This is an optimization exercise on Yosys and OpenROAD, whose aim is small area, a short achievable clock period and few clock cycles, not a production implementation. Function was checked by simulation only, so behaviour that the tests miss may differ from the original.

## before
// rv_top
module rv_top (
    input  logic        clk,
    input  logic        reset,
    output logic        wb_cyc,
    output logic        wb_stb,
    output logic        wb_we,
    output logic [31:0] wb_adr,
    output logic [31:0] wb_dat_w,
    output logic [3:0]  wb_sel,
    input  logic [31:0] wb_dat_r,
    input  logic        wb_ack,
    output logic        halted
);
Size: about 4,700 cells after synthesis, about 110 I/O pins, roughly 0.061 mm² of cells after synthesis.
==> flow/config.mk <==
export PLATFORM = sky130hd
export DESIGN_NAME = rv_top
export DESIGN_NICKNAME = rv_top
export VERILOG_FILES = /design/flow/design.v
export SDC_FILE = /design/flow/constraint.sdc
export NUM_CORES = 4
export LEC_CHECK = 0
export CAP_MARGIN = 20
export CORE_MARGIN = 2
export CORE_UTILIZATION = 40
export SLEW_MARGIN = 20
export SYNTH_HIERARCHICAL = 1
export SETUP_SLACK_MARGIN = 9
export TNS_END_PERCENT = 0
export SKIP_GATE_CLONING = 1
export CTS_CLUSTER_SIZE = 20
export CTS_CLUSTER_DIAMETER = 70
export BUFFER_PORTS_ARGS = -buffer_cell sky130_fd_sc_hd__buf_2
==> flow/constraint.sdc <==
create_clock -name core_clock -period 14.0 [get_ports {clk}]
set_input_delay 2.8000 -clock core_clock [delete_from_list [all_inputs] [get_ports {clk}]]
set_output_delay 2.8000 -clock core_clock [all_outputs]
set_load 0.01 [all_outputs]
standard.sh (not shown) runs the stock make flow with config.mk's settings and CLKGATE_MAP_FILE= SYNTH_SCRIPT=/design/flow/synth_recipe.tcl, a recipe that flattens the netlist after the stock synthesis.
==> flow/flow/run.sh <==
#!/bin/bash
# Standard layout (the standard.sh, unchanged synthesis), with:
# - timing repair aimed below the clock period: repair_timing works on the
#   worst path towards the setup margin set here (no gate cloning), so the
#   achieved period (period less setup slack) shrinks;
# - clock tree sinks clustered a little more than by default;
# - ports buffered with buf_2 instead of the default port buffer.
# Clock period, I/O delays and loads are the design's, unchanged.
set -o pipefail
cat >> config.mk <<'CFG'
export SETUP_SLACK_MARGIN = 9
export TNS_END_PERCENT = 0
export SKIP_GATE_CLONING = 1
export CTS_CLUSTER_SIZE = 20
export CTS_CLUSTER_DIAMETER = 70
export BUFFER_PORTS_ARGS = -buffer_cell sky130_fd_sc_hd__buf_2
CFG
bash standard.sh > standard.log 2>&1
No stage failed in before, and the final checks on the layout all came back clean.
Testbench counts of before, summed over its fixed seeds: cycles 143,241.
--- input diff before..after ---
--- a/flow/design.v
+++ b/flow/design.v
@@ -255,14 +255,15 @@
     input  rv_pkg::wb_rsp_t wb_rsp,
     output logic            halted
 );
     logic          cyc;
     logic          we;
     logic [31:2]   adr;
     logic [1:0]    lane;
+    rv_pkg::word_t dat_w;
     logic          mem;       
     logic          v;         
     rv_pkg::word_t ir;
     logic [31:2]   xpc4;      
     logic          xpred;     
     logic          x_use_imm;  
     logic          x_sub;
@@ -318,16 +319,16 @@
     );
     rv_pkg::word_t rs1_data, rs2_data;
     logic          rf_we, rf_we_ack;
     logic [4:0]    rf_waddr;
     rv_pkg::word_t rf_wdata;
     rv_regfile u_regfile (
         .clk    (clk),
-        .raddr1 (mem ? ir[19:15] : wb_rsp.dat_r[19:15]),
-        .raddr2 (mem ? ir[24:20] : wb_rsp.dat_r[24:20]),
+        .raddr1 (wb_rsp.dat_r[19:15]),
+        .raddr2 (wb_rsp.dat_r[24:20]),
         .rdata1 (rs1_data),
         .rdata2 (rs2_data),
         .we     (rf_we),
         .we_ack (rf_we_ack),
         .ack    (bus_ack),
         .waddr  (rf_waddr),
         .wdata  (rf_wdata)
@@ -362,18 +363,18 @@
     assign redir     = is_jalr || (is_branch && (take != xpred));
     assign needs_ack = is_load || is_store || is_branch || is_jalr || is_system;
     assign xfire     = v && !mem && (!needs_ack || bus_ack);
     assign writes_rd = is_op || is_opimm || is_lui || is_auipc || is_jal || is_jalr;
     logic [3:0]    st_sel;
     rv_pkg::word_t st_data;
     rv_lsu u_lsu (
-        .st_f3      (ld_f3),
-        .st_lane    (lane),
+        .st_f3      (f3),
+        .st_lane    (sum[1:0]),
         .store_data (opb),
-        .sel        (st_sel),
+        .sel        (),
         .bus_wdata  (st_data),
         .ld_f3      (ld_f3),
         .ld_lane    (lane),
         .bus_rdata  (wb_rsp.dat_r),
         .load_data  (load_data)
     );
     assign rf_we     = !mem && v && writes_rd && !needs_ack;
@@ -390,25 +391,37 @@
     assign fpred = (fi[6:2] == 5'b11011) || (fi[6:2] == 5'b11000 && fi[31]);
     assign fimm  = !fi[6] ? {fi[31:12], 10'b0}
                  : fi[3]  ? {{12{fi[31]}}, fi[19:12], fi[20], fi[30:22]}
                           : {{20{fi[31]}}, fi[7], fi[30:25], fi[11:9]};
     assign fsum     = adr + fimm;
     assign fpc4     = adr + 30'd1;
     assign next_adr = fpred ? fsum : fpc4;
+    always_comb begin
+        unique case (ld_f3[1:0])
+            2'b00:   st_sel = 4'b0001 << lane;
+            2'b01:   st_sel = lane[1] ? 4'b1100 : 4'b0011;
+            default: st_sel = 4'b1111;
+        endcase
+    end
     logic        sel_sum, sel_br;
     logic [31:2] br_adr, base_adr, adr_d;
-    assign sel_sum = !mem && bus_ack && v && (is_jalr || is_load || is_store);
-    assign sel_br  = !mem && bus_ack && v && is_branch && (take != xpred);
-    assign br_adr  = xpred ? xpc4 : tgt[31:2];
+    logic        fetch_go, sel_fsum;
+    logic [31:2] other_adr;
+    assign sel_sum  = !mem && bus_ack && v && (is_jalr || is_load || is_store);
+    assign sel_br   = !mem && bus_ack && v && is_branch && (take != xpred);
+    assign br_adr   = xpred ? xpc4 : tgt[31:2];
+    assign fetch_go = !mem && bus_ack && !sel_sum && !sel_br;
+    assign sel_fsum = fetch_go && fpred;
     always_comb begin
         if (!bus_ack)  base_adr = adr;
         else if (mem)  base_adr = xpred ? tgt[31:2] : xpc4;
-        else           base_adr = next_adr;
+        else           base_adr = fpc4;
     end
-    assign adr_d = sel_sum ? sum[31:2] : sel_br ? br_adr : base_adr;
+    assign other_adr = sel_sum ? sum[31:2] : sel_br ? br_adr : base_adr;
+    assign adr_d     = sel_fsum ? fsum : other_adr;
     always_ff @(posedge clk or posedge reset) begin
         if (reset) begin
             cyc    <= 1'b0;
             we     <= 1'b0;
             mem    <= 1'b0;
             v      <= 1'b0;
             halted <= 1'b0;
@@ -451,35 +464,36 @@
             xpc4  <= fpc4;
             xpred     <= fpred;
             ftgt      <= fsum;
             x_use_imm <= f_use_imm;
             x_sub     <= f_sub;
             x_imm_lo  <= (wb_rsp.dat_r[6:2] == 5'b01000) ? wb_rsp.dat_r[11:7] : wb_rsp.dat_r[24:20];
         end
-        if (!mem && bus_ack && !(v && (is_load || is_store))) begin
+        if (!mem && bus_ack) begin
             opa <= fwd1 ? result : rs1_data;
             opb <= fwd2 ? result : rs2_data;
         end
-        if (mem && bus_ack) begin
-            opa <= (lfwd1 && !we) ? load_data : rs1_data;
-            opb <= (lfwd2 && !we) ? load_data : rs2_data;
+        if (mem && bus_ack && !we) begin
+            if (lfwd1) opa <= result;
+            if (lfwd2) opb <= result;
         end
         if (!mem && bus_ack && v) begin
+            dat_w <= st_data;
             lane  <= sum[1:0];
             ld_rd <= rd;
             ld_f3 <= f3;
         end
     end
     always_comb begin
         wb_req.cyc   = cyc;
         wb_req.stb   = cyc;
         wb_req.we    = we;
         wb_req.adr   = {adr, lane};
         wb_req.sel   = st_sel;
-        wb_req.dat_w = st_data;
+        wb_req.dat_w = dat_w;
     end
 endmodule
 `default_nettype wire
 `timescale 1ns/1ps
 `default_nettype none
 module rv_top (
     input  logic        clk,
==> comparison <==
after does better than before on first-iteration DRC count.
The flow did not stop early for after: all stages ran, and the layout cleared the timing, DRC and antenna checks.
The final antenna diode count reported for after is greater than that of before by 2.
after vs before, cell with the largest stage delay on the worst path: or3_1 vs o21ai_1
Comparing after and before, the lower wire length the detailed router placed on met1 is on after.
Per the comparison of after with before, flip-flop and latch count climbed 2.7%, non-clock buffer share of cell area dropped 1.7 points.
The total vias in the final route of after falls short of that of before by 1,259.
Testbench counts of after, summed over its fixed seeds: cycles 143,241.

-- static timing again, ports no longer ideal --
How much do the figures lean on ideal ports? The routed layouts below were timed once more, with nothing changed but the port constraints.
Step 1: set_driving_cell puts a clkbuf_16 on clk and a buf_2 on each other input, an assumption about the parent block.
Step 2 moves the port delays by t, midway between the first and last clock arrival at a register: inputs arrive t later, outputs are due t later. That takes back most of the time a late clock gives input paths.
Three values: no drivers, after step 1, after step 2; two values: the first two.
run | t (ns) | setup slack, ns | worst setup path after step 2 | worst slew at a driven data input, ns
before | 0.807 | 8.566 / 8.619 / 7.812 | input to register | 0.07
after | 0.805 | 8.602 / 8.662 / 7.857 | input to register | 0.05
After both steps every run listed still meets setup and hold. The setup slack of before, which loses most, moves by +0.053 ns with the drivers and by -0.754 ns with both steps.
